From an optimization exercise on the open Yosys and OpenROAD flow, aimed at small area, a short achievable clock period and few clock cycles; shortcuts taken in it are not production practice. Function was not checked in any run shown here: the RTL went through the layout flow alone. Power and IR drop assume default switching activity.

[config.mk]
export PLATFORM = sky130hd
export DESIGN_NAME = bgp_message_parser_unit
export DESIGN_NICKNAME = bgp_message_parser_unit
export VERILOG_FILES = /design/flow/design.v
export SDC_FILE = /design/flow/constraint.sdc
export NUM_CORES = 4
export LEC_CHECK = 0
export ABC_CLOCK_PERIOD_IN_PS = 4000
export CAP_MARGIN = 20
export CORE_MARGIN = 2
export CORE_UTILIZATION = 40
export SETUP_SLACK_MARGIN = 4.0
export SLEW_MARGIN = 20
[constraint.sdc]
create_clock -name core_clock -period 8.5 [get_ports {clock}]
set_input_delay 1.7000 -clock core_clock [delete_from_list [all_inputs] [get_ports {clock}]]
set_output_delay 1.7000 -clock core_clock [all_outputs]
set_load 0.01 [all_outputs]
[design.v]
`timescale 1ns / 1ps
package bmp_pkg;
   localparam logic [12:0] LIMIT_LEN    = 13'd4096;
   localparam logic [12:0] LIMIT_LEN_P1 = 13'd4097;
   localparam logic [5:0]  LIMIT_BITS   = 6'd32;
   localparam logic [7:0]  MARKER_BYTE  = 8'hFF;
   localparam logic [1:0] CSR_MAX_LEN   = 2'd0;
   localparam logic [1:0] CSR_MAX_BITS  = 2'd1;
   localparam logic [1:0] CSR_MIN_PLEN  = 2'd2;
   localparam logic [7:0] MT_OPEN   = 8'd1;
   localparam logic [7:0] MT_UPDATE = 8'd2;
   localparam logic [7:0] MT_LAST   = 8'd4;
   localparam logic [7:0] AT_ORIGIN  = 8'd1;
   localparam logic [7:0] AT_AS_PATH = 8'd2;
   localparam logic [7:0] AT_NHOP    = 8'd3;
   localparam logic [7:0] AT_MED     = 8'd4;
   localparam logic [7:0] AT_LPREF   = 8'd5;
   localparam logic [7:0] AT_ATOMIC  = 8'd6;
   localparam logic [7:0] AT_AGGR    = 8'd7;
   localparam logic [4:0] KIND_HEADER  = 5'd0;
   localparam logic [4:0] KIND_VERSION = 5'd1;
   localparam logic [4:0] KIND_ASN     = 5'd2;
   localparam logic [4:0] KIND_HOLD    = 5'd3;
   localparam logic [4:0] KIND_BGP_ID  = 5'd4;
   localparam logic [4:0] KIND_PARAM   = 5'd5;
   localparam logic [4:0] KIND_WDRAWN  = 5'd6;
   localparam logic [4:0] KIND_ORIGIN  = 5'd7;
   localparam logic [4:0] KIND_PATH    = 5'd8;
   localparam logic [4:0] KIND_NHOP    = 5'd9;
   localparam logic [4:0] KIND_MED     = 5'd10;
   localparam logic [4:0] KIND_LPREF   = 5'd11;
   localparam logic [4:0] KIND_ATOMIC  = 5'd12;
   localparam logic [4:0] KIND_AGGR    = 5'd13;
   localparam logic [4:0] KIND_NLRI    = 5'd14;
   localparam logic [4:0] KIND_EMPTY   = 5'd15;
   localparam logic [4:0] KIND_END     = 5'd16;
   localparam logic [3:0] ST_OK       = 4'd0;
   localparam logic [3:0] ST_MARKER   = 4'd1;
   localparam logic [3:0] ST_LENGTH   = 4'd2;
   localparam logic [3:0] ST_TYPE     = 4'd3;
   localparam logic [3:0] ST_PARAMS   = 4'd4;
   localparam logic [3:0] ST_PREFIX   = 4'd5;
   localparam logic [3:0] ST_ATOMIC   = 4'd6;
   localparam logic [3:0] ST_ATTR     = 4'd7;
   localparam logic [3:0] ST_NLRI     = 4'd8;
   localparam logic [3:0] ST_UNPARSED = 4'd9;
   localparam logic [4:0] PH_IDLE    = 5'd0;
   localparam logic [4:0] PH_MARKER  = 5'd1;
   localparam logic [4:0] PH_LEN     = 5'd2;
   localparam logic [4:0] PH_TYPE    = 5'd3;
   localparam logic [4:0] PH_O_VER   = 5'd4;
   localparam logic [4:0] PH_O_ASN   = 5'd5;
   localparam logic [4:0] PH_O_HOLD  = 5'd6;
   localparam logic [4:0] PH_O_ID    = 5'd7;
   localparam logic [4:0] PH_O_PLEN  = 5'd8;
   localparam logic [4:0] PH_O_PTYPE = 5'd9;
   localparam logic [4:0] PH_O_PLENB = 5'd10;
   localparam logic [4:0] PH_O_PVAL  = 5'd11;
   localparam logic [4:0] PH_U_WLEN  = 5'd12;
   localparam logic [4:0] PH_U_WPLEN = 5'd13;
   localparam logic [4:0] PH_U_WPFX  = 5'd14;
   localparam logic [4:0] PH_U_ALEN  = 5'd15;
   localparam logic [4:0] PH_A_FLAGS = 5'd16;
   localparam logic [4:0] PH_A_TYPE  = 5'd17;
   localparam logic [4:0] PH_A_LEN   = 5'd18;
   localparam logic [4:0] PH_V_ORIG  = 5'd19;   
   localparam logic [4:0] PH_V_NML   = 5'd20;   
   localparam logic [4:0] PH_V_AGGR  = 5'd21;   
   localparam logic [4:0] PH_AS_SEG  = 5'd22;   
   localparam logic [4:0] PH_AS_CNT  = 5'd23;   
   localparam logic [4:0] PH_AS_HI   = 5'd24;   
   localparam logic [4:0] PH_AS_LO   = 5'd25;   
   localparam logic [4:0] PH_N_PLEN  = 5'd26;
   localparam logic [4:0] PH_N_PFX   = 5'd27;
   localparam logic [4:0] PH_SKIP    = 5'd28;
   typedef struct packed {
      logic [4:0]  kind;
      logic [31:0] value;
      logic [15:0] aux;
   } rec_type;
   function automatic rec_type mk_rec(logic [4:0] kind, logic [31:0] value,
                                      logic [15:0] aux);
      rec_type r;
      r.kind  = kind;
      r.value = value;
      r.aux   = aux;
      mk_rec = r;
   endfunction
   function automatic rec_type end_rec(logic [12:0] pos, logic [7:0] mtype,
                                       logic [3:0] status);
      rec_type r;
      r.kind  = KIND_END;
      r.value = {19'd0, pos};
      r.aux   = {4'd0, status, mtype};
      end_rec = r;
   endfunction
endpackage
`timescale 1ns / 1ps
module bgp_message_parser_unit (
   input  logic        clock,
   input  logic        reset,
   input  logic        req_tvalid,
   output logic        req_tready,
   input  logic [7:0]  req_tdata,    
   input  logic        req_tuser,    
   output logic        rsp_tvalid,
   input  logic        rsp_tready,
   output logic [55:0] rsp_tdata,    
   output logic [4:0]  rsp_tuser,    
   output logic        rsp_tlast,    
   input  logic        csr_valid,
   output logic        csr_ready,
   input  logic [1:0]  csr_index,
   input  logic [12:0] csr_data
);
   logic [12:0] limp1_ff;
   logic [5:0]  blim_ff;
   logic [7:0]  min_plen_ff;
   logic        iv_ff;
   logic [7:0]  ib_ff;
   logic        iu_ff;
   logic [4:0]  ph_ff, ph_in;
   logic [12:0] pos_ff, pos_in;      
   logic [12:0] mrem_ff, mrem_in;    
   logic [7:0]  mtype_ff, mtype_in;
   logic [31:0] acc_ff, acc_in;
   logic [11:0] bl_ff, bl_in;        
   logic [11:0] srem_ff, srem_in;    
   logic [15:0] auxr_ff, auxr_in;    
   logic [1:0]  kidx_ff, kidx_in;    
   bmp_pkg::rec_type r0, r1;
   logic [1:0]  rcnt;
   logic [52:0] q0_ff, q1_ff;        
   logic [1:0]  cnt_ff;
   logic go;                         
   logic rsp_fire;
   assign rsp_fire  = rsp_tvalid & rsp_tready;
   assign csr_ready = 1'b1;
   always_ff @(posedge clock) begin
      if (reset) begin
         limp1_ff    <= bmp_pkg::LIMIT_LEN_P1;
         blim_ff     <= bmp_pkg::LIMIT_BITS;
         min_plen_ff <= 8'd2;
      end else if (csr_valid) begin
         case (csr_index)
            bmp_pkg::CSR_MAX_LEN:
               limp1_ff <= (csr_data > bmp_pkg::LIMIT_LEN) ? bmp_pkg::LIMIT_LEN_P1 :
                           csr_data + 13'd1;
            bmp_pkg::CSR_MAX_BITS:
               blim_ff <= (csr_data[5:0] > bmp_pkg::LIMIT_BITS) ? bmp_pkg::LIMIT_BITS :
                          csr_data[5:0];
            bmp_pkg::CSR_MIN_PLEN:
               min_plen_ff <= csr_data[7:0];
            default: ;
         endcase
      end
   end
   logic lastb, quiet, need2, need0;
   assign lastb = (ph_ff != bmp_pkg::PH_IDLE) && (ph_ff != bmp_pkg::PH_MARKER) &&
                  (ph_ff != bmp_pkg::PH_LEN) && (mrem_ff == 13'd1);
   always_comb begin
      case (ph_ff)
         bmp_pkg::PH_IDLE, bmp_pkg::PH_O_ID, bmp_pkg::PH_O_PVAL, bmp_pkg::PH_A_TYPE,
         bmp_pkg::PH_AS_SEG, bmp_pkg::PH_AS_HI:
            quiet = 1'b1;
         bmp_pkg::PH_LEN, bmp_pkg::PH_U_WLEN, bmp_pkg::PH_U_ALEN, bmp_pkg::PH_O_ASN,
         bmp_pkg::PH_O_HOLD, bmp_pkg::PH_U_WPFX, bmp_pkg::PH_N_PFX, bmp_pkg::PH_V_NML,
         bmp_pkg::PH_V_AGGR, bmp_pkg::PH_A_LEN:
            quiet = (bl_ff != 12'd1);
         default:
            quiet = 1'b0;
      endcase
   end
   assign need2 = (iu_ff && ph_ff != bmp_pkg::PH_IDLE) || lastb;
   assign need0 = !iu_ff && quiet && !lastb;
   assign go = iv_ff && ((cnt_ff == 2'd0) || (cnt_ff == 2'd1 && (rsp_tready || !need2)) ||
                         (cnt_ff == 2'd2 && (need0 || (rsp_tready && !need2))));
   assign req_tready = !iv_ff || go;
   always_ff @(posedge clock) begin
      if (reset) begin
         iv_ff <= 1'b0;
      end else if (req_tvalid && req_tready) begin
         iv_ff <= 1'b1;
      end else if (go) begin
         iv_ff <= 1'b0;
      end
   end
   always_ff @(posedge clock) begin
      if (req_tvalid && req_tready) begin
         ib_ff <= req_tdata;
         iu_ff <= req_tuser;
      end
   end
   always_comb begin : decode
      logic [7:0]  b;
      logic [11:0] bln;
      logic [11:0] sremn;
      logic [31:0] acc_sh;
      logic [31:0] acc_pf;
      logic [31:0] accx;       
      logic        clr;        
      logic [15:0] v;          
      logic [12:0] cmpx;       
      logic        v_ge;       
      logic [3:0]  nb;
      logic        bl1;
      logic        lenknown;
      logic        ok;
      logic [4:0]  ph_ok;      
      logic        el;         
      logic [4:0]  el_kind;
      logic        el_auxb;    
      logic        er;         
      logic [3:0]  er_st;
      logic        bnd;        
      logic [3:0]  bnd_st;
      logic        mk_bad;     
      b        = ib_ff;
      bln      = bl_ff - 12'd1;
      sremn    = srem_ff - 12'd1;
      bl1      = (bl_ff == 12'd1);
      lenknown = (ph_ff != bmp_pkg::PH_IDLE) && (ph_ff != bmp_pkg::PH_MARKER) &&
                 (ph_ff != bmp_pkg::PH_LEN);
      acc_sh   = {acc_ff[23:0], b};
      acc_pf   = acc_ff;
      case (kidx_ff)
         2'd0:    acc_pf[31:24] = b;
         2'd1:    acc_pf[23:16] = b;
         2'd2:    acc_pf[15:8]  = b;
         default: acc_pf[7:0]   = b;
      endcase
      v  = acc_sh[15:0];
      nb = ({1'b0, b[5:0]} + 7'd7) >> 3;    
      case (ph_ff)
         bmp_pkg::PH_LEN:    cmpx = limp1_ff;
         bmp_pkg::PH_U_WLEN: cmpx = (mrem_ff[12:1] == 12'd0) ? 13'd0 :
                                    {mrem_ff[12:1] - 12'd1, mrem_ff[0]};
         bmp_pkg::PH_U_ALEN: cmpx = mrem_ff;
         default:            cmpx = {1'b0, srem_ff};
      endcase
      v_ge = (v >= {3'd0, cmpx});
      ph_ok    = ph_ff;
      pos_in   = pos_ff + 13'd1;
      mrem_in  = mrem_ff - 13'd1;
      mtype_in = mtype_ff;
      accx     = acc_ff;
      clr      = 1'b0;
      bl_in    = bl_ff;
      srem_in  = srem_ff;
      auxr_in  = auxr_ff;
      kidx_in  = kidx_ff;
      ok       = 1'b0;
      el       = 1'b0;
      el_kind  = bmp_pkg::KIND_HEADER;
      el_auxb  = 1'b0;
      er       = 1'b0;
      er_st    = bmp_pkg::ST_OK;
      case (ph_ff)
         bmp_pkg::PH_MARKER: begin
            if (b != bmp_pkg::MARKER_BYTE) begin
               er = 1'b1; er_st = bmp_pkg::ST_MARKER;
            end else if (pos_ff == 13'd15) begin
               ph_ok = bmp_pkg::PH_LEN;
               bl_in = 12'd2;
               clr   = 1'b1;
            end
         end
         bmp_pkg::PH_LEN: begin
            accx  = acc_sh;
            bl_in = bln;
            if (bl1) begin
               if (v < 16'd19 || v_ge) begin
                  er = 1'b1; er_st = bmp_pkg::ST_LENGTH;
               end else begin
                  mrem_in = v[12:0] - 13'd18;
                  ph_ok   = bmp_pkg::PH_TYPE;
               end
            end
         end
         bmp_pkg::PH_TYPE: begin
            mtype_in = b;
            clr      = 1'b1;
            auxr_in  = 16'd0;
            if (b < bmp_pkg::MT_OPEN || b > bmp_pkg::MT_LAST) begin
               er = 1'b1; er_st = bmp_pkg::ST_TYPE;
            end else begin
               el      = 1'b1;
               el_kind = bmp_pkg::KIND_HEADER;
               el_auxb = 1'b1;
               bl_in   = 12'd2;
               if (b == bmp_pkg::MT_OPEN)        ph_ok = bmp_pkg::PH_O_VER;
               else if (b == bmp_pkg::MT_UPDATE) ph_ok = bmp_pkg::PH_U_WLEN;
               else                              ph_ok = bmp_pkg::PH_SKIP;
            end
         end
         bmp_pkg::PH_O_VER: begin
            accx    = acc_sh;
            clr     = 1'b1;
            el      = 1'b1;
            el_kind = bmp_pkg::KIND_VERSION;
            ph_ok   = bmp_pkg::PH_O_ASN;
            bl_in   = 12'd2;
         end
         bmp_pkg::PH_O_ASN, bmp_pkg::PH_O_HOLD: begin
            accx  = acc_sh;
            bl_in = bln;
            if (bl1) begin
               el      = 1'b1;
               el_kind = (ph_ff == bmp_pkg::PH_O_ASN) ? bmp_pkg::KIND_ASN : bmp_pkg::KIND_HOLD;
               ph_ok   = (ph_ff == bmp_pkg::PH_O_ASN) ? bmp_pkg::PH_O_HOLD : bmp_pkg::PH_O_ID;
               bl_in   = (ph_ff == bmp_pkg::PH_O_ASN) ? 12'd2 : 12'd4;
               clr     = 1'b1;
            end
         end
         bmp_pkg::PH_O_ID: begin
            accx  = acc_sh;
            bl_in = bln;
            if (bl1) ph_ok = bmp_pkg::PH_O_PLEN;
         end
         bmp_pkg::PH_O_PLEN: begin
            clr = 1'b1;
            if (b < min_plen_ff) begin
               er = 1'b1; er_st = bmp_pkg::ST_PARAMS;
            end else if ({5'd0, b} != mrem_in) begin
               er = 1'b1; er_st = bmp_pkg::ST_LENGTH;
            end else begin
               el      = 1'b1;
               el_kind = bmp_pkg::KIND_BGP_ID;
               el_auxb = 1'b1;
               srem_in = {4'd0, b};
               ph_ok   = bmp_pkg::PH_O_PTYPE;
            end
         end
         bmp_pkg::PH_O_PTYPE: begin
            if (srem_ff < 12'd2) begin
               er = 1'b1; er_st = bmp_pkg::ST_PARAMS;
            end else begin
               srem_in = sremn;
               auxr_in = {8'd0, b};
               ph_ok   = bmp_pkg::PH_O_PLENB;
            end
         end
         bmp_pkg::PH_O_PLENB: begin
            accx    = acc_sh;
            clr     = 1'b1;
            srem_in = sremn;
            if ({4'd0, b} >= srem_ff) begin
               er = 1'b1; er_st = bmp_pkg::ST_PARAMS;
            end else begin
               el      = 1'b1;
               el_kind = bmp_pkg::KIND_PARAM;
               bl_in   = {4'd0, b};
               ph_ok   = (b == 8'd0) ? bmp_pkg::PH_O_PTYPE : bmp_pkg::PH_O_PVAL;
            end
         end
         bmp_pkg::PH_O_PVAL: begin
            srem_in = sremn;
            bl_in   = bln;
            if (bl1) ph_ok = bmp_pkg::PH_O_PTYPE;
         end
         bmp_pkg::PH_U_WLEN: begin
            accx  = acc_sh;
            bl_in = bln;
            if (bl1) begin
               clr     = (v == 16'd0);
               srem_in = v[11:0];
               bl_in   = 12'd2;
               if (v_ge) begin
                  er = 1'b1; er_st = bmp_pkg::ST_NLRI;
               end else begin
                  ph_ok = (v == 16'd0) ? bmp_pkg::PH_U_ALEN : bmp_pkg::PH_U_WPLEN;
               end
            end
         end
         bmp_pkg::PH_U_WPLEN, bmp_pkg::PH_N_PLEN: begin
            accx    = 32'd0;
            auxr_in = {8'd0, b};
            bl_in   = {8'd0, nb};
            kidx_in = 2'd0;
            if (ph_ff == bmp_pkg::PH_U_WPLEN) srem_in = sremn;
            if (b > {2'd0, blim_ff}) begin
               er = 1'b1; er_st = bmp_pkg::ST_PREFIX;
            end else if (ph_ff == bmp_pkg::PH_U_WPLEN && {8'd0, nb} >= srem_ff) begin
               er = 1'b1; er_st = bmp_pkg::ST_PREFIX;
            end else if (ph_ff == bmp_pkg::PH_N_PLEN && {9'd0, nb} >= mrem_ff) begin
               er = 1'b1; er_st = bmp_pkg::ST_NLRI;
            end else if (nb == 4'd0) begin
               el      = 1'b1;
               el_kind = (ph_ff == bmp_pkg::PH_U_WPLEN) ? bmp_pkg::KIND_WDRAWN :
                                                          bmp_pkg::KIND_NLRI;
               el_auxb = 1'b1;
               if (ph_ff == bmp_pkg::PH_U_WPLEN && srem_ff == 12'd1) begin
                  ph_ok = bmp_pkg::PH_U_ALEN;
                  bl_in = 12'd2;
               end
            end else begin
               ph_ok = (ph_ff == bmp_pkg::PH_U_WPLEN) ? bmp_pkg::PH_U_WPFX :
                                                        bmp_pkg::PH_N_PFX;
            end
         end
         bmp_pkg::PH_U_WPFX, bmp_pkg::PH_N_PFX: begin
            if (ph_ff == bmp_pkg::PH_U_WPFX) srem_in = sremn;
            accx    = acc_pf;
            kidx_in = kidx_ff + 2'd1;
            bl_in   = bln;
            if (bl1) begin
               el      = 1'b1;
               el_kind = (ph_ff == bmp_pkg::PH_U_WPFX) ? bmp_pkg::KIND_WDRAWN :
                                                         bmp_pkg::KIND_NLRI;
               clr     = 1'b1;
               bl_in   = 12'd2;
               if (ph_ff == bmp_pkg::PH_N_PFX)  ph_ok = bmp_pkg::PH_N_PLEN;
               else if (srem_ff == 12'd1)       ph_ok = bmp_pkg::PH_U_ALEN;
               else                             ph_ok = bmp_pkg::PH_U_WPLEN;
            end
         end
         bmp_pkg::PH_U_ALEN: begin
            accx  = acc_sh;
            bl_in = bln;
            if (bl1) begin
               srem_in = v[11:0];
               if (v_ge) begin
                  er = 1'b1; er_st = bmp_pkg::ST_NLRI;
               end else begin
                  ph_ok = (v == 16'd0) ? bmp_pkg::PH_N_PLEN : bmp_pkg::PH_A_FLAGS;
               end
            end
         end
         bmp_pkg::PH_A_FLAGS: begin
            srem_in = sremn;
            bl_in   = b[4] ? 12'd2 : 12'd1;
            if (srem_ff < (b[4] ? 12'd4 : 12'd3)) begin
               er = 1'b1; er_st = bmp_pkg::ST_ATTR;
            end else begin
               ph_ok = bmp_pkg::PH_A_TYPE;
            end
         end
         bmp_pkg::PH_A_TYPE: begin
            srem_in = sremn;
            auxr_in = {8'd0, b};
            clr     = 1'b1;
            ph_ok   = bmp_pkg::PH_A_LEN;
         end
         bmp_pkg::PH_A_LEN: begin
            srem_in = sremn;
            accx    = acc_sh;
            bl_in   = bln;
            if (bl1) begin
               bl_in = v[11:0];
               clr   = 1'b1;
               if (v_ge) begin
                  er = 1'b1; er_st = bmp_pkg::ST_ATTR;
               end else if (v == 16'd0) begin
                  el      = 1'b1;
                  el_kind = (auxr_ff[7:0] == bmp_pkg::AT_ATOMIC) ? bmp_pkg::KIND_ATOMIC :
                                                                   bmp_pkg::KIND_EMPTY;
                  ph_ok   = (srem_ff == 12'd1) ? bmp_pkg::PH_N_PLEN : bmp_pkg::PH_A_FLAGS;
               end else if (auxr_ff[7:0] == bmp_pkg::AT_ATOMIC) begin
                  er = 1'b1; er_st = bmp_pkg::ST_ATOMIC;
               end else begin
                  case (auxr_ff[7:0])
                     bmp_pkg::AT_ORIGIN:  ok = (v == 16'd1);
                     bmp_pkg::AT_AS_PATH: ok = (v != 16'd1);
                     bmp_pkg::AT_NHOP,
                     bmp_pkg::AT_MED,
                     bmp_pkg::AT_LPREF:   ok = (v == 16'd4);
                     bmp_pkg::AT_AGGR:    ok = (v == 16'd6);
                     default:             ok = 1'b0;
                  endcase
                  if (!ok) begin
                     er = 1'b1; er_st = bmp_pkg::ST_ATTR;
                  end else begin
                     case (auxr_ff[7:0])
                        bmp_pkg::AT_ORIGIN:  ph_ok = bmp_pkg::PH_V_ORIG;
                        bmp_pkg::AT_AS_PATH: ph_ok = bmp_pkg::PH_AS_SEG;
                        bmp_pkg::AT_AGGR:    ph_ok = bmp_pkg::PH_V_AGGR;
                        default:             ph_ok = bmp_pkg::PH_V_NML;
                     endcase
                  end
               end
            end
         end
         bmp_pkg::PH_V_ORIG, bmp_pkg::PH_V_NML, bmp_pkg::PH_V_AGGR, bmp_pkg::PH_AS_SEG,
         bmp_pkg::PH_AS_CNT, bmp_pkg::PH_AS_HI, bmp_pkg::PH_AS_LO: begin
            srem_in = sremn;
            bl_in   = bln;
            accx    = acc_sh;
            case (ph_ff)
               bmp_pkg::PH_V_ORIG: begin
                  el      = 1'b1;
                  el_kind = bmp_pkg::KIND_ORIGIN;
               end
               bmp_pkg::PH_V_NML: begin
                  el      = bl1;
                  el_kind = (auxr_ff[7:0] == bmp_pkg::AT_NHOP) ? bmp_pkg::KIND_NHOP :
                            (auxr_ff[7:0] == bmp_pkg::AT_MED)  ? bmp_pkg::KIND_MED :
                                                                 bmp_pkg::KIND_LPREF;
               end
               bmp_pkg::PH_V_AGGR: begin
                  if (bl_ff == 12'd5) begin
                     auxr_in = acc_sh[15:0];
                     clr     = 1'b1;
                  end
                  el      = bl1;
                  el_kind = bmp_pkg::KIND_AGGR;
               end
               bmp_pkg::PH_AS_SEG: begin
                  auxr_in = {8'd0, b};
                  ph_ok   = bmp_pkg::PH_AS_CNT;
               end
               bmp_pkg::PH_AS_CNT: begin
                  clr   = 1'b1;
                  ph_ok = bmp_pkg::PH_AS_HI;
                  if ({3'd0, b, 1'b1} != bl_ff) begin
                     er = 1'b1; er_st = bmp_pkg::ST_ATTR;
                  end
               end
               bmp_pkg::PH_AS_HI: begin
                  ph_ok = bmp_pkg::PH_AS_LO;
               end
               default: begin   
                  el      = 1'b1;
                  el_kind = bmp_pkg::KIND_PATH;
                  clr     = 1'b1;
                  ph_ok   = bmp_pkg::PH_AS_HI;
               end
            endcase
            if (bl1) ph_ok = (srem_ff == 12'd1) ? bmp_pkg::PH_N_PLEN : bmp_pkg::PH_A_FLAGS;
         end
         default: ;
      endcase
      acc_in = clr ? 32'd0 : accx;
      bnd    = lenknown && (mrem_ff == 13'd1) && !er;
      bnd_st = (ph_ok == bmp_pkg::PH_O_PTYPE || ph_ok == bmp_pkg::PH_N_PLEN) ?
               bmp_pkg::ST_OK :
               (ph_ok == bmp_pkg::PH_SKIP) ? bmp_pkg::ST_UNPARSED : bmp_pkg::ST_LENGTH;
      ph_in  = (er || bnd) ? bmp_pkg::PH_IDLE : ph_ok;
      r0.kind  = (er || !el) ? bmp_pkg::KIND_END : el_kind;
      r0.value = (er || !el) ? {19'd0, pos_in} : accx;
      r0.aux   = (er || !el) ? {4'd0, er ? er_st : bnd_st, mtype_in} :
                 el_auxb ? {8'd0, b} : auxr_ff;
      r1       = bmp_pkg::end_rec(pos_in, mtype_in, bnd_st);
      rcnt     = (ph_ff == bmp_pkg::PH_IDLE) ? 2'd0 : {1'b0, er} + {1'b0, el} + {1'b0, bnd};
      mk_bad = (b != bmp_pkg::MARKER_BYTE);
      if (iu_ff) begin
         ph_in    = mk_bad ? bmp_pkg::PH_IDLE : bmp_pkg::PH_MARKER;
         pos_in   = 13'd1;
         mtype_in = 8'd0;
         r1       = bmp_pkg::end_rec(13'd1, 8'd0, bmp_pkg::ST_MARKER);
         if (ph_ff != bmp_pkg::PH_IDLE) begin
            r0   = bmp_pkg::end_rec(pos_ff, mtype_ff, bmp_pkg::ST_LENGTH);
            rcnt = mk_bad ? 2'd2 : 2'd1;
         end else begin
            r0   = r1;
            rcnt = mk_bad ? 2'd1 : 2'd0;
         end
      end
      if (!go) rcnt = 2'd0;
   end
   always_ff @(posedge clock) begin
      if (reset) begin
         ph_ff <= bmp_pkg::PH_IDLE;
      end else if (go) begin
         ph_ff <= ph_in;
      end
   end
   always_ff @(posedge clock) begin
      if (go) begin
         pos_ff   <= pos_in;
         mrem_ff  <= mrem_in;
         mtype_ff <= mtype_in;
         acc_ff   <= acc_in;
         bl_ff    <= bl_in;
         srem_ff  <= srem_in;
         auxr_ff  <= auxr_in;
         kidx_ff  <= kidx_in;
      end
   end
   always_ff @(posedge clock) begin
      if (reset) begin
         cnt_ff <= '0;
      end else begin
         cnt_ff <= cnt_ff + rcnt - {1'b0, rsp_fire};
      end
   end
   always_ff @(posedge clock) begin
      if (cnt_ff == 2'd0 || (cnt_ff == 2'd1 && rsp_fire)) begin
         if (rcnt != 2'd0) q0_ff <= r0;
      end else if (rsp_fire) begin
         q0_ff <= q1_ff;
      end
      if (cnt_ff == 2'd0 || (cnt_ff == 2'd1 && rsp_fire)) begin
         if (rcnt == 2'd2) q1_ff <= r1;
      end else begin
         if (rcnt != 2'd0) q1_ff <= r0;
      end
   end
   bmp_pkg::rec_type head;
   assign head       = q0_ff;
   assign rsp_tvalid = (cnt_ff != 2'd0);
   assign rsp_tuser  = head.kind;
   assign rsp_tlast  = (head.kind == bmp_pkg::KIND_END);
   assign rsp_tdata  = {4'd0, (head.kind == bmp_pkg::KIND_END) ? head.aux[11:8] : 4'd0,
                        (head.kind == bmp_pkg::KIND_END) ? {8'd0, head.aux[7:0]} : head.aux,
                        head.value};
endmodule
[run.sh]
#!/bin/bash
# synth_recipe.tcl (not shown) runs the flow's synth.tcl, then flattens the netlist and writes it again
# the make line also repeats each setting of config.mk as NAME=value (left out here)
make -C /OpenROAD-flow-scripts/flow DESIGN_CONFIG=/design/flow/config.mk WORK_HOME=/design/flow/orfs CLKGATE_MAP_FILE= SYNTH_SCRIPT=/design/flow/synth_recipe.tcl finish
==> out/qor.yml, run 1 <==
outcome: "timing/DRC/antenna clean"
layout_common_cells: "edfxtp_1, nor2_1, nand2_1, buf_4, a21oi_1"
io-pin-count: 94
antenna_left: 0
diodes: 0
synthDistinctLibCells: 96
cp_num_buf_inv: 10
p_int_mw: 2.801
relSlewSlack_pct: 22.10
drive_above_1_share_pct: 21.73
hold_class: "flip-flop to flip-flop"
wl_per_cell_um: 24.30
syn-cell-area_mm2: 0.01730
synth-main-ff-cell: "edfxtp_1"
cpPeakStageDelay_ns: 0.44
switchingPower_mw: 1.334
postPlaceCellArea_mm2: 0.01853
vias: 16280
die_area_mm2: 0.04493
drt_iter0_drc: 1951
mostFrequentLayoutCell: "edfxtp_1"
route.detailed.drc: 0
port_buffers: 88
yosys.area.top_type: "edfxtp_1"
multiInputGateArea_mm2: 0.01015
die_w_um: 212.0
vdd_drop_max_v: 0.0001369
register_area_mm2: 0.007413
crit_slowest_cell: "o21ai_0"
synth_edf_count: 223
power_frac_seq_pct: 39.9
p_leak_nw: 7.912
cts.htree.levels: 1
worst_slack_ns: 3.227
tritoncts: "built"
instances_no_fill: 2679
synth_seq_cells: 258
fin_skew_ns: 0.02541
clk_latency_ns: 0.62
drt_first_pass_iters: 6
rsz0062_at_grt: "yes"
setup_violations: 0
grtUsageTotal_pct: 28.35
clock.fmax_ghz: 0.1896
critPathCaptureType: "flip-flop"
start_kind: "flip-flop"
p_comb_share_pct: 27.9
cts-root-buf: "clkbuf_16"
synthCells: 1922
grt_pass1_wl_um: 95910
syn2layout_area_growth_pct: 28.58
pre_cts_ws_ns: 1.768
tightest_slew_ns: 1.164
grt_overflow: 0
cap_violations: 0
antenna_found_initial: 0
hold_viol_final: 0
layout.nets: 2164
critPathRequiredTime_ns: 8.83
total_power_mw: 4.135
cts_sinks: 258
grt_pass1_vias: 15190
yosysTopAreaCellShare_pct: 38.71
dp.cells: 2455
path_max_fanout: 6
n_fill_cell: 3934
tns_ns: 0
ys_seq_area_share_pct: 42.76
p_per_area_mw_per_mm2: 185.9
cts_buffers: 30
grt_max_degree: 91
postLayoutCellArea_mm2: 0.02224
synth_warnings: 1
min_period_over_period_pct: 62.04
cpMostUsedCell: "buf_6"
routabilityCongestion: 0.9703
cts.path.max_buffers: 3
whs_ns: 0.4989
postCtsHoldBufs: 0
hpwl_um: 41590
row_count: 76
die_h_um: 212.0
crit_family: "compound AO/OA/AOI/OAI gates"
fin_util_pct: 51.86
vias_per_cell: 6.078
clkPwrFrac_pct: 32.2
async_reset_ff_share_pct: 0
path_class: "flip-flop to flip-flop"
synth.area.top_cells: "edfxtp_1, nor2_1, ha_1"
arrival_ns: 5.60
postRouteWirelength_um: 65100
drv_slew: 0
syn_avg_cell_area_um2: 9.001
clkSlewWorstSetupHoldPaths_ns: 0.06
swShare_pct: 32.26
initial_core_util_pct: 40.34
core_mm2: 0.04289
period_minus_slack_ns: 5.273
cells by family after synthesis:
logic type	share of synthesized area, %
compound gates	20.04
xor+xnor	4.354
fa+ha+maj	4.701
buf+inv	6.712
flops	42.76
mux	1.013
other cells	0.04341
simple gates	20.37
flip-flops by register name, summed over array words and instances (netlist names):
register,count
srem_ff,12
cnt_ff,2
mtype_ff,8
bl_ff,12
auxr_ff,16
blim_ff,6
limp1_ff,13
ib_ff,8
acc_ff,32
ph_ff,5
min_plen_ff,8
mrem_ff,13
iv_ff,1
kidx_ff,2
iu_ff,1
pos_ff,13
q1_ff,53
q0_ff,53
area by class of cell:
type	instances	area share (%)
Multi-Input combinational cell	1432	45.63
Sequential cell	258	33.33
Timing Repair Buffer	285	12.08
Clock buffer	37	3.493
Tap cell	585	3.291
Inverter	63	1.181
Clock inverter	19	0.9900
cell usage after synthesis, types with 6 or more instances:
library cell,instances
nor2_1,222
buf_4,51
buf_1,10
a22oi_1,30
nand3_1,44
nand3b_1,8
clkbuf_1,110
o31ai_1,27
o211ai_1,16
nand2b_1,20
dfxtp_1,35
a21oi_1,128
a221oi_1,12
a31oi_1,36
xnor2_1,58
nand4_1,13
o2111ai_1,7
and3_1,27
a21o_1,13
o21a_1,9
nor4_1,26
o21ai_0,112
a211oi_1,20
or3_1,10
nor3_1,43
o22ai_1,13
or2_2,6
nand2_1,192
edfxtp_1,223
ha_1,65
nor2b_1,27
xor2_1,28
mux2i_1,13
a2111oi_0,6
buf_2,16
nor3b_1,11
inv_1,60
a222oi_1,27
and2_1,30
or4_1,12
worst paths after layout:
kind	startpoint	endpoint	slack, ns	cells past startpoint
min reg2reg	min_plen_ff[1]	min_plen_ff[1]	0.50	2
min	min_plen_ff[1]	min_plen_ff[1]	0.50	2
max	mrem_ff[2]	q0_ff[7]	3.23	27
max reg2reg	mrem_ff[2]	q0_ff[7]	3.23	27
metal layers:
| layer | up-vias | global-route usage (%) | wire (um) |
|---|---|---|---|
| met3 | 162 | 4.539 | 5153 |
| li1 | 7409 | - | - |
| met2 | 822 | 44.08 | 29400 |
| met4 | 0 | 12.24 | 2888 |
| met5 | - | 0 | 0 |
| met1 | 7891 | 39.04 | 27660 |
worst register-to-register path: stages (launching register included):
cell	delay, ns
edfxtp_1	0.41
buf_4	0.19
nor3_2	0.36
nor3b_2	0.31
o21ai_2	0.09
nand2_1	0.08
o21ai_2	0.07
a221oi_2	0.20
ha_1	0.29
a21oi_1	0.14
nand2_1	0.10
a2111oi_4	0.40
a21oi_4	0.13
buf_6	0.14
buf_6	0.11
buf_6	0.10
or3_4	0.32
nand4_1	0.13
buf_6	0.12
buf_6	0.08
buf_6	0.08
buf_6	0.09
buf_12	0.12
buf_4	0.12
nor3_1	0.04
a31oi_1	0.21
a22oi_1	0.13
o21ai_0	0.44
power groups by stage:
stage	Combinational (mW)	Sequential, mW	Clock (mW)
after floorplan	0.636	1.64	0
after global placement	0.871	1.67	0
after detailed placement	0.882	1.68	0
after CTS	1.09	1.65	1.35
after global routing	1.25	1.66	1.40
final	1.15	1.65	1.33
what timing repair did:
item,4_1_cts,5_1_grt
cloned,18,2
buffers inserted,121,27
resized for setup,200,90
endpoints found under the setup margin,340,260
pin swaps,68,59
==> run 2: changes to the inputs <==
--- a/config.mk
+++ b/config.mk
@@ -6,8 +6,6 @@
 export NUM_CORES = 4
 export LEC_CHECK = 0
-export ABC_CLOCK_PERIOD_IN_PS = 4000
 export CAP_MARGIN = 20
 export CORE_MARGIN = 2
 export CORE_UTILIZATION = 40
-export SETUP_SLACK_MARGIN = 4.0
 export SLEW_MARGIN = 20
==> out/qor.yml, run 2 <==
top_regs: "q0_ff x53, q1_ff x53, acc_ff x32"
tns_ns: 0  # unchanged
yosys.area_share.simple_pct: 20.37  # unchanged
grt_pass1_vias: 14210  # -6.4%
postRouteWirelength_um: 56730  # -13%
layout.nets: 1998  # -7.7%
crit_slowest_cell: "dfxtp_1"
clkSlewWorstSetupHoldPaths_ns: 0.06  # about the same
synth_seq_cells: 258  # unchanged
hpwl_um: 40590  # -2.4%
mostFrequentLayoutCell: "edfxtp_1"
cts.htree.levels: 1  # unchanged
dp.cells: 2457  # +0.081%
port_buffers: 88  # unchanged
vias_per_cell: 5.958  # -2.0%
cts-root-buf: "clkbuf_16"
drt_first_pass_iters: 8  # +2
crit_family: "compound AO/OA/AOI/OAI gates"
layout_common_cells: "edfxtp_1, nor2_1, nand2_1, a21oi_1, o21ai_0"
yosysMostFrequentCell: "edfxtp_1"
cp_num_buf_inv: 2  # -8
clk_latency_ns: 0.60  # -0.02 ns
tritoncts: "built"
min_period_over_period_pct: 82.25  # +20 points
hold_viol_final: 0  # unchanged
cts_resized: 0  # -100%
drive_above_1_share_pct: 6.920  # -15 points
cpPeakStageDelay_ns: 0.67  # +0.23 ns
start_kind: "flip-flop"
setup_violations: 0  # unchanged
synthDistinctLibCells: 96  # unchanged
core_mm2: 0.04289  # unchanged
p_leak_nw: 6.772  # -14%
period_minus_slack_ns: 6.991  # +1.718 ns
grt_max_degree: 87  # -4.4%
synth_warnings: 1  # unchanged
ys_seq_area_share_pct: 42.76  # unchanged
rsz0062_at_grt: "no"
cts_sinks: 258  # unchanged
grtUsageTotal_pct: 25.09  # -3.3 points
grt_overflow: 0  # unchanged
die_w_um: 212.0  # unchanged
antenna_left: 0  # unchanged
synthXorXnorAreaFrac_pct: 4.354  # unchanged
critPathCaptureType: "flip-flop"
syn2layout_area_growth_pct: 11.97
drv_slew: 0  # unchanged
synthCells: 1922  # unchanged
fin_skew_ns: 0.01969  # -0.005722 ns
hold_class: "flip-flop to flip-flop"
antenna_found_initial: 1  # +1
path_max_fanout: 53  # +47
diodes: 0  # unchanged
cts.path.max_buffers: 3  # unchanged
wl_per_cell_um: 22.63  # -6.9%
syn-cell-area_mm2: 0.01730  # unchanged
cts_buffers: 30  # unchanged
syn_avg_cell_area_um2: 9.001  # unchanged
die_area_mm2: 0.04493  # unchanged
grt_pass1_wl_um: 86230  # -10%
synth_commonest_cells: "edfxtp_1, nor2_1, nand2_1, a21oi_1, o21ai_0"
cp_cell_sequence: "and3b_1, nand2_1, a41oi_1, nand2_1, o21ai_0, a21oi_1, ha_1, or4_1, a2111oi_0, a21oi_1, buf_4, o311a_1, or4_4, nand2b_4, ha_1, and3_1, a21oi_1, a21oi_1, o21a_2, buf_4"
route.detailed.drc: 0  # unchanged
synth-main-ff-cell: "edfxtp_1"
synth_edf_count: 223  # unchanged
yosysTopAreaCellShare_pct: 38.71  # unchanged
postCtsSetupRepairBufs: 0  # -100%
die_h_um: 212.0  # unchanged
p_per_area_mw_per_mm2: 197.2  # +6.1%
synth.area.top_cells: "edfxtp_1, nor2_1, ha_1"
io-pin-count: 94  # unchanged
arrival_ns: 7.21  # +1.61 ns
outcome: "timing/DRC/antenna clean"
row_count: 76  # unchanged
routabilityCongestion: 0.9638  # -0.67%
synthMuxAreaShare_pct: 1.013  # unchanged
initial_core_util_pct: 40.34  # unchanged
critPathRequiredTime_ns: 8.72  # -0.11 ns
synth_compound_area_share_pct: 20.04  # unchanged
synth_fa_ha_area_share_pct: 4.701  # unchanged
vdd_drop_max_v: 0.0001240  # -9.4%
vias: 14940  # -8.3%
path_class: "flip-flop to flip-flop"
relSlewSlack_pct: 29.27  # +7.2 points
async_reset_ff_share_pct: 0  # unchanged
yosys.area.top_type: "edfxtp_1"
instances_no_fill: 2507  # -6.4%
clock.fmax_ghz: 0.1430  # -25%
tightest_slew_ns: 1.057  # -0.1071 ns
cap_violations: 0  # unchanged
synth_top_family_by_area: "simple AND/OR/NAND/NOR gates"
cpMostUsedCell: "a21oi_1"
drt_iter0_drc: 1444  # -26%
postCtsHoldBufs: 0  # unchanged
## run 2: cell counts after synthesis
No cell type changed its count.
## run 2: logic make-up (layout without fill, tap and decap cells)
logic type	Yosys count	in the layout
compound gates	522	522
xor+xnor	86	86
fa+ha+maj	65	65
buf+inv	251	248
flops	258	258
mux	17	17
other cells	2	5
simple gates	721	721
## run 2: worst register-to-register path: stages (launching register included)
cell and delay [ns]:
dfxtp_1 0.67, and3b_1 0.42, nand2_1 0.24, a41oi_1 0.59
nand2_1 0.21, o21ai_0 0.23, a21oi_1 0.06, ha_1 0.19
or4_1 0.49, a2111oi_0 0.56, a21oi_1 0.17, buf_4 0.22
o311a_1 0.37, or4_4 0.50, nand2b_4 0.18, ha_1 0.28
and3_1 0.13, a21oi_1 0.07, a21oi_1 0.23, o21a_2 0.17
buf_4 0.55
## run 2: final cells by class
type	count	area (um^2)
clock buffers	33	762.0
clock inverters	17	196.4
fillers	4209	23520
inverters	63	236.5
multi-input cells	1416	8812
flip-flops and latches	258	7397
well taps	585	732.0
repair buffers	135	1234
## run 2: report_power, final
| group | switching [mW] | internal, mW | leakage, nW |
|---|---|---|---|
| clock network | 0.555 | 0.736 | 0.463 |
| registers | 0.0700 | 1.57 | 2.34 |
| logic | 0.557 | 0.332 | 3.97 |
## run 2: routing by layer
layer  global-route usage, %  part of all wire [%]  vias to the layer above
met5                       0                     0                        -
met4                   10.47                   4.2                        0
met3                   3.471                   7.2                      119
met2                   38.91                    45                      638
met1                   35.13                    44                     7154
li1                        -                     -                     7026
## run 2: through the flow
stage | power (mW) | area [um^2] | utilization (%) | hold slack, ns | setup WS (ns)
finish | 3.820 | 19370 | 45.17 | 0.4894 | 1.509
global route | 4.000 | 19370 | 45.17 | 0.5147 | 1.164
CTS | 3.855 | 19360 | 45.15 | 0.4919 | 1.645
detailed placement | 2.555 | 18410 | 42.92 | 0.4777 | 1.674
global placement | 2.533 | 18410 | 42.92 | 0.4714 | 1.834
floorplan | 2.261 | 17310 | - | 0.4527 | 1.845
## run 2: final timing paths
path / from / to / slack (ns) / depth (start not counted)
hold reg to reg: limp1_ff[12] / limp1_ff[12] / 0.49 / 2
setup reg to reg: ph_ff[3] / q1_ff[46] / 1.51 / 20
hold / removal: limp1_ff[12] / limp1_ff[12] / 0.49 / 2
setup / recovery: ph_ff[3] / q1_ff[46] / 1.51 / 20
==> run 3: changes to the inputs <==
--- a/design.v
+++ b/design.v
@@ -117,7 +117,7 @@
    logic [5:0]  blim_ff;
    logic [7:0]  min_plen_ff;
-   logic        iv_ff;
-   logic [7:0]  ib_ff;
-   logic        iu_ff;
+   logic        iv_ff, iv1_ff;
+   logic [7:0]  ib_ff, ib1_ff;
+   logic        iu_ff, iu1_ff;
    logic [4:0]  ph_ff, ph_in;
    logic [12:0] pos_ff, pos_in;      
@@ -126,10 +126,10 @@
    logic [31:0] acc_ff, acc_in;
    logic [11:0] bl_ff, bl_in;        
-   logic [11:0] srem_ff, srem_in;    
+   logic [12:0] srem_ff, srem_in;    
    logic [15:0] auxr_ff, auxr_in;    
    logic [1:0]  kidx_ff, kidx_in;    
    bmp_pkg::rec_type r0, r1;
    logic [1:0]  rcnt;
-   logic [52:0] q0_ff, q1_ff;        
+   logic [52:0] q0_ff;               
    logic [1:0]  cnt_ff;
    logic go;                         
@@ -174,20 +174,40 @@
    assign need2 = (iu_ff && ph_ff != bmp_pkg::PH_IDLE) || lastb;
    assign need0 = !iu_ff && quiet && !lastb;
-   assign go = iv_ff && ((cnt_ff == 2'd0) || (cnt_ff == 2'd1 && (rsp_tready || !need2)) ||
-                         (cnt_ff == 2'd2 && (need0 || (rsp_tready && !need2))));
-   assign req_tready = !iv_ff || go;
+   logic elp;
+   always_comb begin
+      case (ph_ff)
+         bmp_pkg::PH_TYPE, bmp_pkg::PH_O_VER, bmp_pkg::PH_O_PLEN, bmp_pkg::PH_O_PLENB,
+         bmp_pkg::PH_U_WPLEN, bmp_pkg::PH_N_PLEN, bmp_pkg::PH_V_ORIG, bmp_pkg::PH_AS_LO:
+            elp = !iu_ff;
+         bmp_pkg::PH_O_ASN, bmp_pkg::PH_O_HOLD, bmp_pkg::PH_U_WPFX, bmp_pkg::PH_N_PFX,
+         bmp_pkg::PH_A_LEN, bmp_pkg::PH_V_NML, bmp_pkg::PH_V_AGGR:
+            elp = !iu_ff && (bl_ff == 12'd1);
+         default:
+            elp = 1'b0;
+      endcase
+   end
+   assign go = iv_ff && ((cnt_ff == 2'd0) || (cnt_ff == 2'd1 && (rsp_tready || (!need2 && !elp))) ||
+                         (cnt_ff == 2'd2 && (need0 || (rsp_tready && !need2 && !elp))));
+   assign req_tready = !iv1_ff;
    always_ff @(posedge clock) begin
       if (reset) begin
-         iv_ff <= 1'b0;
-      end else if (req_tvalid && req_tready) begin
-         iv_ff <= 1'b1;
-      end else if (go) begin
-         iv_ff <= 1'b0;
+         iv_ff  <= 1'b0;
+         iv1_ff <= 1'b0;
+      end else begin
+         iv_ff  <= iv1_ff || (iv_ff && !go) || req_tvalid;
+         iv1_ff <= iv1_ff ? !go : (iv_ff && !go && req_tvalid);
       end
    end
    always_ff @(posedge clock) begin
-      if (req_tvalid && req_tready) begin
+      if (!iv_ff || (go && !iv1_ff)) begin
          ib_ff <= req_tdata;
          iu_ff <= req_tuser;
+      end else if (go) begin
+         ib_ff <= ib1_ff;
+         iu_ff <= iu1_ff;
+      end
+      if (!iv1_ff) begin
+         ib1_ff <= req_tdata;
+         iu1_ff <= req_tuser;
       end
    end
@@ -195,5 +215,5 @@
       logic [7:0]  b;
       logic [11:0] bln;
-      logic [11:0] sremn;
+      logic [12:0] sremn;
       logic [31:0] acc_sh;
       logic [31:0] acc_pf;
@@ -201,5 +221,4 @@
       logic        clr;        
       logic [15:0] v;          
-      logic [12:0] cmpx;       
       logic        v_ge;       
       logic [3:0]  nb;
@@ -218,5 +237,5 @@
       b        = ib_ff;
       bln      = bl_ff - 12'd1;
-      sremn    = srem_ff - 12'd1;
+      sremn    = srem_ff - 13'd1;
       bl1      = (bl_ff == 12'd1);
       lenknown = (ph_ff != bmp_pkg::PH_IDLE) && (ph_ff != bmp_pkg::PH_MARKER) &&
@@ -232,12 +251,5 @@
       v  = acc_sh[15:0];
       nb = ({1'b0, b[5:0]} + 7'd7) >> 3;    
-      case (ph_ff)
-         bmp_pkg::PH_LEN:    cmpx = limp1_ff;
-         bmp_pkg::PH_U_WLEN: cmpx = (mrem_ff[12:1] == 12'd0) ? 13'd0 :
-                                    {mrem_ff[12:1] - 12'd1, mrem_ff[0]};
-         bmp_pkg::PH_U_ALEN: cmpx = mrem_ff;
-         default:            cmpx = {1'b0, srem_ff};
-      endcase
-      v_ge = (v >= {3'd0, cmpx});
+      v_ge = (v >= {3'd0, srem_ff});
       ph_ok    = ph_ff;
       pos_in   = pos_ff + 13'd1;
@@ -261,6 +273,7 @@
                er = 1'b1; er_st = bmp_pkg::ST_MARKER;
             end else if (pos_ff == 13'd15) begin
-               ph_ok = bmp_pkg::PH_LEN;
-               bl_in = 12'd2;
+               ph_ok   = bmp_pkg::PH_LEN;
+               bl_in   = 12'd2;
+               srem_in = limp1_ff;
                clr   = 1'b1;
             end
@@ -282,4 +295,5 @@
             clr      = 1'b1;
             auxr_in  = 16'd0;
+            srem_in  = (mrem_ff < 13'd4) ? 13'd0 : mrem_ff - 13'd4;
             if (b < bmp_pkg::MT_OPEN || b > bmp_pkg::MT_LAST) begin
                er = 1'b1; er_st = bmp_pkg::ST_TYPE;
@@ -328,10 +342,10 @@
                el_kind = bmp_pkg::KIND_BGP_ID;
                el_auxb = 1'b1;
-               srem_in = {4'd0, b};
+               srem_in = {5'd0, b};
                ph_ok   = bmp_pkg::PH_O_PTYPE;
             end
          end
          bmp_pkg::PH_O_PTYPE: begin
-            if (srem_ff < 12'd2) begin
+            if (srem_ff < 13'd2) begin
                er = 1'b1; er_st = bmp_pkg::ST_PARAMS;
             end else begin
@@ -345,5 +359,5 @@
             clr     = 1'b1;
             srem_in = sremn;
-            if ({4'd0, b} >= srem_ff) begin
+            if ({5'd0, b} >= srem_ff) begin
                er = 1'b1; er_st = bmp_pkg::ST_PARAMS;
             end else begin
@@ -364,5 +378,5 @@
             if (bl1) begin
                clr     = (v == 16'd0);
-               srem_in = v[11:0];
+               srem_in = (v == 16'd0) ? mrem_ff - 13'd2 : v[12:0];
                bl_in   = 12'd2;
                if (v_ge) begin
@@ -381,5 +395,5 @@
             if (b > {2'd0, blim_ff}) begin
                er = 1'b1; er_st = bmp_pkg::ST_PREFIX;
-            end else if (ph_ff == bmp_pkg::PH_U_WPLEN && {8'd0, nb} >= srem_ff) begin
+            end else if (ph_ff == bmp_pkg::PH_U_WPLEN && {9'd0, nb} >= srem_ff) begin
                er = 1'b1; er_st = bmp_pkg::ST_PREFIX;
             end else if (ph_ff == bmp_pkg::PH_N_PLEN && {9'd0, nb} >= mrem_ff) begin
@@ -390,7 +404,8 @@
                                                           bmp_pkg::KIND_NLRI;
                el_auxb = 1'b1;
-               if (ph_ff == bmp_pkg::PH_U_WPLEN && srem_ff == 12'd1) begin
-                  ph_ok = bmp_pkg::PH_U_ALEN;
-                  bl_in = 12'd2;
+               if (ph_ff == bmp_pkg::PH_U_WPLEN && srem_ff == 13'd1) begin
+                  ph_ok   = bmp_pkg::PH_U_ALEN;
+                  bl_in   = 12'd2;
+                  srem_in = mrem_ff - 13'd2;
                end
             end else begin
@@ -410,6 +425,7 @@
                clr     = 1'b1;
                bl_in   = 12'd2;
+               if (ph_ff == bmp_pkg::PH_U_WPFX && srem_ff == 13'd1) srem_in = mrem_ff - 13'd2;
                if (ph_ff == bmp_pkg::PH_N_PFX)  ph_ok = bmp_pkg::PH_N_PLEN;
-               else if (srem_ff == 12'd1)       ph_ok = bmp_pkg::PH_U_ALEN;
+               else if (srem_ff == 13'd1)       ph_ok = bmp_pkg::PH_U_ALEN;
                else                             ph_ok = bmp_pkg::PH_U_WPLEN;
             end
@@ -419,5 +435,5 @@
             bl_in = bln;
             if (bl1) begin
-               srem_in = v[11:0];
+               srem_in = v[12:0];
                if (v_ge) begin
                   er = 1'b1; er_st = bmp_pkg::ST_NLRI;
@@ -430,5 +446,5 @@
             srem_in = sremn;
             bl_in   = b[4] ? 12'd2 : 12'd1;
-            if (srem_ff < (b[4] ? 12'd4 : 12'd3)) begin
+            if (srem_ff < (b[4] ? 13'd4 : 13'd3)) begin
                er = 1'b1; er_st = bmp_pkg::ST_ATTR;
             end else begin
@@ -455,5 +471,5 @@
                   el_kind = (auxr_ff[7:0] == bmp_pkg::AT_ATOMIC) ? bmp_pkg::KIND_ATOMIC :
                                                                    bmp_pkg::KIND_EMPTY;
-                  ph_ok   = (srem_ff == 12'd1) ? bmp_pkg::PH_N_PLEN : bmp_pkg::PH_A_FLAGS;
+                  ph_ok   = (srem_ff == 13'd1) ? bmp_pkg::PH_N_PLEN : bmp_pkg::PH_A_FLAGS;
                end else if (auxr_ff[7:0] == bmp_pkg::AT_ATOMIC) begin
                   er = 1'b1; er_st = bmp_pkg::ST_ATOMIC;
@@ -526,5 +542,5 @@
                end
             endcase
-            if (bl1) ph_ok = (srem_ff == 12'd1) ? bmp_pkg::PH_N_PLEN : bmp_pkg::PH_A_FLAGS;
+            if (bl1) ph_ok = (srem_ff == 13'd1) ? bmp_pkg::PH_N_PLEN : bmp_pkg::PH_A_FLAGS;
          end
          default: ;
@@ -566,6 +582,8 @@
    end
    always_ff @(posedge clock) begin
+      if (go && (iu_ff || ph_ff != bmp_pkg::PH_IDLE)) pos_ff <= pos_in;
+   end
+   always_ff @(posedge clock) begin
       if (go) begin
-         pos_ff   <= pos_in;
          mrem_ff  <= mrem_in;
          mtype_ff <= mtype_in;
@@ -584,14 +602,17 @@
       end
    end
+   logic [3:0]  q1_st;
+   bmp_pkg::rec_type q1r;
+   assign q1r = bmp_pkg::end_rec(pos_ff, mtype_ff, q1_st);
    always_ff @(posedge clock) begin
       if (cnt_ff == 2'd0 || (cnt_ff == 2'd1 && rsp_fire)) begin
-         if (rcnt != 2'd0) q0_ff <= r0;
+         q0_ff <= r0;
       end else if (rsp_fire) begin
-         q0_ff <= q1_ff;
+         q0_ff <= q1r;
       end
       if (cnt_ff == 2'd0 || (cnt_ff == 2'd1 && rsp_fire)) begin
-         if (rcnt == 2'd2) q1_ff <= r1;
-      end else begin
-         if (rcnt != 2'd0) q1_ff <= r0;
+         q1_st <= r1.aux[11:8];
+      end else if (cnt_ff == 2'd1 || rsp_fire) begin
+         q1_st <= r0.aux[11:8];
       end
    end
@@ -600,7 +621,7 @@
    assign rsp_tvalid = (cnt_ff != 2'd0);
    assign rsp_tuser  = head.kind;
-   assign rsp_tlast  = (head.kind == bmp_pkg::KIND_END);
-   assign rsp_tdata  = {4'd0, (head.kind == bmp_pkg::KIND_END) ? head.aux[11:8] : 4'd0,
-                        (head.kind == bmp_pkg::KIND_END) ? {8'd0, head.aux[7:0]} : head.aux,
+   assign rsp_tlast  = head.kind[4];
+   assign rsp_tdata  = {4'd0, head.kind[4] ? head.aux[11:8] : 4'd0,
+                        head.kind[4] ? {8'd0, head.aux[7:0]} : head.aux,
                         head.value};
 endmodule
--- a/config.mk
+++ b/config.mk
@@ -9,3 +9,4 @@
 export CORE_MARGIN = 2
 export CORE_UTILIZATION = 40
+export SETUP_SLACK_MARGIN = 4.0
 export SLEW_MARGIN = 20
==> out/qor.yml, run 3 <==
postRouteWirelength_um: 61460  # +8.3%
use_met3_pct: 3.849  # +0.38 points
drive_above_1_share_pct: 11.95  # +5.0 points
vdd_drop_max_v: 0.0001296  # +4.5%
synth-main-ff-cell: "edfxtp_1"
antenna_found_initial: 0  # -1
top_regs: "q0_ff x53, acc_ff x32, auxr_ff x16"
row_count: 73  # -3.9%
yosys.area.top_type: "edfxtp_1"
clock.fmax_ghz: 0.2169  # +52%
min_period_over_period_pct: 54.25  # -28 points
cts-root-buf: "clkbuf_16"
syn-cell-area_mm2: 0.01620  # -6.4%
synth.area.top_cells: "edfxtp_1, nor2_1, ha_1"
hold_class: "flip-flop to flip-flop"
grt_max_degree: 54  # -38%
clk_latency_ns: 0.59  # about the same
initial_core_util_pct: 40.67  # +0.33 points
layout_common_cells: "nor2_1, edfxtp_1, nand2_1, o21ai_0, a21oi_1"
relSlewSlack_pct: 32.56  # +3.3 points
die_h_um: 205.2  # -3.2%
diodes: 0  # unchanged
path_max_fanout: 4  # -92%
reg2reg_setup_slack_ns: 3.89  # +2.38 ns
pre_cts_ws_ns: 2.745  # +1.071 ns
cts.htree.levels: 1  # unchanged
io-pin-count: 94  # unchanged
yosysTopAreaCellShare_pct: 34.11  # -4.6 points
cts_sinks: 220  # -15%
ys_seq_area_share_pct: 38.56  # -4.2 points
layout.nets: 1990  # -0.40%
setup_violations: 0  # unchanged
syn2layout_area_growth_pct: 17.45
mostFrequentLayoutCell: "nor2_1"
vias_per_cell: 6.270  # +5.2%
synth_edf_count: 184  # -17%
route.detailed.drc: 0  # unchanged
postCtsHoldBufs: 0  # unchanged
routabilityCongestion: 0.9828  # +2.0%
period_minus_slack_ns: 4.611  # -2.380 ns
cts_buffers: 28  # -6.7%
path_class: "flip-flop to flip-flop"
synth_warnings: 1  # unchanged
grt_overflow: 0  # unchanged
wl_per_cell_um: 25.09  # +11%
async_reset_ff_share_pct: 0  # unchanged
synth_seq_cells: 220  # -15%
hold_viol_final: 0  # unchanged
core_mm2: 0.03982  # -7.1%
grt_pass1_wl_um: 91180  # +5.7%
synth_commonest_cells: "nor2_1, edfxtp_1, nand2_1, o21ai_0, clkbuf_1"
tns_ns: 0  # unchanged
largest_register_ffs: 53
outcome: "timing/DRC/antenna clean"
arrival_ns: 5.12  # -2.09 ns
synthCells: 1868  # -2.8%
die_w_um: 205.2  # -3.2%
worst_slack_ns: 3.889  # +2.380 ns
total_power_mw: 3.414  # -11%
met1_usage_pct: 38.37  # +3.2 points
regMostFlops: "q0_ff"
die_area_mm2: 0.04212  # -6.3%
p_leak_nw: 6.922  # +2.2%
start_kind: "flip-flop"
grtUsageTotal_pct: 28.80  # +3.7 points
clkSlewWorstSetupHoldPaths_ns: 0.06  # about the same
cap_violations: 0  # unchanged
tritoncts: "built"
critPathCaptureType: "flip-flop"
globalRoute.busiestLayer: "met2"
tightest_slew_ns: 1.010  # -0.04752 ns
synthDistinctLibCells: 86  # -10%
hpwl_um: 42510  # +4.7%
drt_iter0_drc: 2039  # +41%
critPathRequiredTime_ns: 9.01  # +0.29 ns
vias: 15360  # +2.8%
p_per_area_mw_per_mm2: 179.4  # -9.0%
fin_skew_ns: 0.01320  # -0.006485 ns
use_met2_pct: 46.10  # +7.2 points
drv_slew: 0  # unchanged
drt_first_pass_iters: 7  # -1
grt_pass1_vias: 14410  # +1.4%
cts.path.max_buffers: 3  # unchanged
syn_avg_cell_area_um2: 8.671  # -3.7%
port_buffers: 88  # unchanged
yosysMostFrequentCell: "nor2_1"
antenna_left: 0  # unchanged
n_fill_cell: 3885  # -7.7%
rsz0062_at_grt: "yes"
-- run 3: cell types whose count changed after synthesis, moves of 7 or more --
| cell | delta |
|---|---|
| nand2_1 | -27 |
| mux2i_1 | +9 |
| buf_1 | +8 |
| edfxtp_1 | -39 |
| nor3_1 | +9 |
| o21ai_0 | +24 |
| xnor2_1 | +8 |
| a31oi_1 | -18 |
| buf_2 | -9 |
| mux2_2 | +9 |
| o31ai_1 | -20 |
| a21oi_1 | -25 |
| ha_1 | -7 |
-- run 3: kinds of logic after synthesis --
| logic type | Yosys count | share of synthesized area, % |
|---|---|---|
| buffers and inverters | 243 | 6.844 |
| other | 2 | 0.04637 |
| muxes | 35 | 2.263 |
| AOI/OAI and AO/OA | 494 | 20.31 |
| adders and majority gates | 58 | 4.481 |
| DFF | 220 | 38.56 |
| and+or+nand+nor | 716 | 21.92 |
| xor gates and xnor gates | 100 | 5.577 |
-- run 3: report_power, final --
group          total [mW]  internal, mW  switching (mW)
sequential           1.43          1.35          0.0760
clock                1.20         0.698           0.498
combinational       0.790         0.365           0.424
total                3.41          2.42           0.998
-- run 3: layer usage --
layer / up-vias / wire (um)
met5: - / 0
met1: 7419 / 25420
met2: 822 / 27730
met4: 0 / 3425
li1: 6942 / -
met3: 178 / 4883
-- run 3: worst paths after layout --
| kind | to | depth (start not counted) | from |
|---|---|---|---|
| worst max-delay path | cnt_ff[1] | 22 | ib_ff[2] |
| worst min register to register | min_plen_ff[6] | 2 | min_plen_ff[6] |
| worst max register to register | cnt_ff[1] | 22 | ib_ff[2] |
| worst min-delay path | min_plen_ff[6] | 2 | min_plen_ff[6] |
-- run 3: timing repair --
action,4_1_cts,5_1_grt
gates resized for setup,55,19
gates cloned,2,1
setup endpoints to repair,63,19
buffers inserted,48,6
pin swaps,23,4
-- run 3: final cells by class --
class	instances	area, um^2	area share (%)
Multi-Input combinational cell	1410	9271	48.74
Sequential cell	220	6247	32.84
Timing Repair Buffer	183	1690	8.886
Clock buffer	38	769.5	4.045
Tap cell	525	656.9	3.453
Inverter	60	237.7	1.250
Clock inverter	14	150.1	0.7893
-- run 3: critical path, cell delays in order, from the launching register on --
cell and delay, ns:
edfxtp_1 0.51, inv_2 0.15, ha_4 0.14, a21bo_4 0.25
xnor2_4 0.14, buf_4 0.16, ha_1 0.25, nand2b_1 0.15
a211oi_2 0.23, o21bai_2 0.14, and3_2 0.28, nor4_4 0.30
nand2_1 0.12, or2_4 0.26, ha_4 0.23, and3_1 0.14
a21oi_1 0.12, nor2_1 0.07, ha_2 0.19, xnor2_2 0.13
xnor2_1 0.13, or3_1 0.30, a21oi_1 0.14
-- run 3: through the flow --
step	cells	util, %	hold WS [ns]	cell area (um^2)
after global routing	2450	47.77	0.5250	19020
after global placement	2340	43.36	0.4756	17270
after floorplan	1871	-	0.4532	16330
after CTS	2442	47.35	0.4980	18860
after detailed placement	2340	43.38	0.4829	17270
final	2450	47.77	0.4899	19020
==> run 4: changes to the inputs <==
--- a/config.mk
+++ b/config.mk
@@ -9,4 +9,4 @@
 export CORE_MARGIN = 2
 export CORE_UTILIZATION = 40
-export SETUP_SLACK_MARGIN = 4.0
+export SETUP_SLACK_MARGIN = 5.0
 export SLEW_MARGIN = 20
==> out/qor.yml, run 4 <==
grt_max_degree: 54  # unchanged
dp.cells: 2338  # -0.085%
synth_edf_count: 184  # unchanged
route.detailed.drc: 0  # unchanged
path_class: "flip-flop to flip-flop"
yosys.area.top_type: "edfxtp_1"
port_buffers: 88  # unchanged
synth_warnings: 1  # unchanged
period_minus_slack_ns: 4.563  # -0.04830 ns
grt_overflow: 0  # unchanged
layout.nets: 2060  # +3.5%
whs_ns: 0.4920  # +0.002089 ns
start_kind: "flip-flop"
crit_slowest_cell: "edfxtp_1"
cpPeakStageDelay_ns: 0.43  # -0.08 ns
row_count: 73  # unchanged
antenna_found_initial: 0  # unchanged
tns_ns: 0  # unchanged
syn_avg_cell_area_um2: 8.671  # unchanged
cts.htree.levels: 1  # unchanged
postRouteWirelength_um: 65170  # +6.0%
vias: 15860  # +3.2%
hold_class: "flip-flop to flip-flop"
hold_path_end: "min_plen_ff[1]"
hold_depth: 2  # unchanged
cts_sinks: 220  # unchanged
power_frac_seq_pct: 41.0  # -0.8 points
cts_buffers: 26  # -7.1%
drv_slew: 0  # unchanged
async_reset_ff_share_pct: 0  # unchanged
synth-main-ff-cell: "edfxtp_1"
worst_slack_ns: 3.937  # +0.04830 ns
total_power_mw: 3.442  # +0.83%
cap_violations: 0  # unchanged
grt_pass1_vias: 14680  # +1.9%
n_fill_cell: 3786  # -2.5%
synthDistinctLibCells: 86  # unchanged
instances_no_fill: 2518  # +2.8%
clk_latency_ns: 0.59  # about the same
clkSlewWorstSetupHoldPaths_ns: 0.06  # about the same
mostFrequentLayoutCell: "nor2_1"
fin_skew_ns: 0.03316  # +0.01996 ns
vdd_drop_max_v: 0.0002213  # +71%
min_period_over_period_pct: 53.68  # -0.57 points
synth_seq_cells: 220  # unchanged
diodes: 0  # unchanged
top_regs: "q0_ff x53, acc_ff x32, auxr_ff x16"
p_comb_share_pct: 25.5  # +2.4 points
hp-start: "min_plen_ff[1]"
largest_register_ffs: 53  # unchanged
grtUsageTotal_pct: 30.05  # +1.2 points
die_h_um: 205.2  # unchanged
layout_common_cells: "nor2_1, edfxtp_1, nand2_1, buf_4, a21oi_1"
rsz0062_at_grt: "yes"
syn-cell-area_mm2: 0.01620  # unchanged
core_mm2: 0.03982  # unchanged
grt_pass1_wl_um: 95320  # +4.5%
drt_iter0_drc: 2052  # +0.64%
p_int_mw: 2.423  # +0.29%
synthCells: 1868  # unchanged
cp_cell_sequence: "buf_12, inv_8, ha_4, a21bo_4, xnor2_4, ha_1, nand2b_1, a211oi_2, o21bai_2, and3_2, nor4_4, nand2_2, or2_4, ha_4, and3_4, a21oi_2, nor2_1, ha_2, xnor2_1, xnor2_1, or3_1, a21oi_1"
p_per_area_mw_per_mm2: 168.2  # -6.3%
cts-root-buf: "clkbuf_16"
yosysMostFrequentCell: "nor2_1"
ys_seq_area_share_pct: 38.56  # unchanged
routabilityCongestion: 0.9970  # +1.4%
critPathRequiredTime_ns: 9.01  # about the same
arrival_ns: 5.07  # -0.05 ns
postLayoutCellArea_mm2: 0.02047  # +7.6%
outcome: "timing/DRC/antenna clean"
io-pin-count: 94  # unchanged
yosysTopAreaCellShare_pct: 34.11  # unchanged
hpwl_um: 43180  # +1.6%
die_w_um: 205.2  # unchanged
syn2layout_area_growth_pct: 26.37
crit_family: "simple AND/OR/NAND/NOR gates"
drt_first_pass_iters: 6  # -1
wl_per_cell_um: 25.88  # +3.2%
setup_violations: 0  # unchanged
cts.path.max_buffers: 3  # unchanged
synth_commonest_cells: "nor2_1, edfxtp_1, nand2_1, o21ai_0, clkbuf_1"
postCtsHoldBufs: 0  # unchanged
clock.fmax_ghz: 0.2192  # +1.1%
cp_num_buf_inv: 2  # unchanged
synth.area.top_cells: "edfxtp_1, nor2_1, ha_1"
critPathCaptureType: "flip-flop"
switchingPower_mw: 1.019  # +2.1%
pre_cts_ws_ns: 3.110  # +0.3649 ns
die_area_mm2: 0.04212  # unchanged
p_leak_nw: 7.581  # +9.5%
tritoncts: "built"
clkPwrFrac_pct: 33.5  # -1.5 points
drive_above_1_share_pct: 19.37  # +7.4 points
relSlewSlack_pct: 21.96  # -11 points
tightest_slew_ns: 1.166  # +0.1567 ns
hold_viol_final: 0  # unchanged
postPlaceCellArea_mm2: 0.01737  # +0.54%
path_max_fanout: 4  # unchanged
r2r-end: "cnt_ff[1]"
r2r_start: "ib_ff[2]"
regMostFlops: "q0_ff"
reg2reg_setup_slack_ns: 3.94  # +0.05 ns
swShare_pct: 29.61  # +0.38 points
ff2ff_path_depth: 22  # unchanged
fin_util_pct: 51.40  # +3.6 points
antenna_left: 0  # unchanged
vias_per_cell: 6.297  # +0.44%
initial_core_util_pct: 40.67  # unchanged
## run 4: cell families after synthesis
kind of cell | count (synthesis) | synth area share [%]
AOI/OAI and AO/OA | 494 | 20.31
xor gates and xnor gates | 100 | 5.577
adders and majority gates | 58 | 4.481
buffers and inverters | 243 | 6.844
DFF | 220 | 38.56
muxes | 35 | 2.263
other | 2 | 0.04637
and+or+nand+nor | 716 | 21.92
## run 4: layout make-up
cell class | count | area [um^2] | area share, %
inverter | 60 | 249.0 | 1.217
sequential | 220 | 6250 | 30.54
clock inverter | 15 | 168.9 | 0.8253
timing repair buffer | 251 | 2527 | 12.35
multi-input combinational | 1414 | 9928 | 48.51
clock buffer | 33 | 686.9 | 3.356
tap | 525 | 656.9 | 3.209
## run 4: how the worst max path moves through the flow
stage               start   endpoint  cells past startpoint
3_3_place_gp   mrem_ff[1]  cnt_ff[1]                     19
3_5_place_dp     ib_ff[2]  cnt_ff[1]                     23
4_1_cts          ib_ff[2]  cnt_ff[1]                     23
2_1_floorplan    ib_ff[1]  cnt_ff[1]                     23
6_report         ib_ff[2]  cnt_ff[1]                     22
5_1_grt          ib_ff[2]  cnt_ff[1]                     23
## run 4: power by group through the flow
stage	Sequential (mW)	Clock, mW	Combinational, mW
5_1_grt	1.43	1.21	0.950
2_1_floorplan	1.42	0	0.520
3_5_place_dp	1.45	0	0.745
4_1_cts	1.41	1.17	0.853
6_report	1.41	1.15	0.878
3_3_place_gp	1.44	0	0.738
## run 4: worst reg2reg max path, stage by stage (launching register included)
cell and delay [ns]:
edfxtp_1 0.43, buf_12 0.18, inv_8 0.06, ha_4 0.13, a21bo_4 0.26, xnor2_4 0.18, ha_1 0.25, nand2b_1 0.16
a211oi_2 0.24, o21bai_2 0.14, and3_2 0.32, nor4_4 0.39, nand2_2 0.10, or2_4 0.26, ha_4 0.26, and3_4 0.16
a21oi_2 0.03, nor2_1 0.11, ha_2 0.18, xnor2_1 0.13, xnor2_1 0.09, or3_1 0.30, a21oi_1 0.12
## run 4: repair_timing
item                       4_1_cts  5_1_grt
setup buffers                   87       30
gates cloned                     8        7
resized for setup              177      103
pin swaps                       47       27
setup endpoints to repair      259      247
## run 4: per-layer routing
layer	track usage, %	up-vias	share of wire, %
met4	13.93	0	4.9
met2	46.44	838	44
met3	4.340	162	8.7
met1	41.54	7765	42
met5	0	-	0
li1	-	7092	-

Setup slack of run 4, layout unchanged: 3.937 ns with ideal ports, 3.937 ns with driving cells assumed (clock clkbuf_16, inputs buf_2), 3.937 ns with port delays also shifted by the 0.625 ns mid clock arrival.
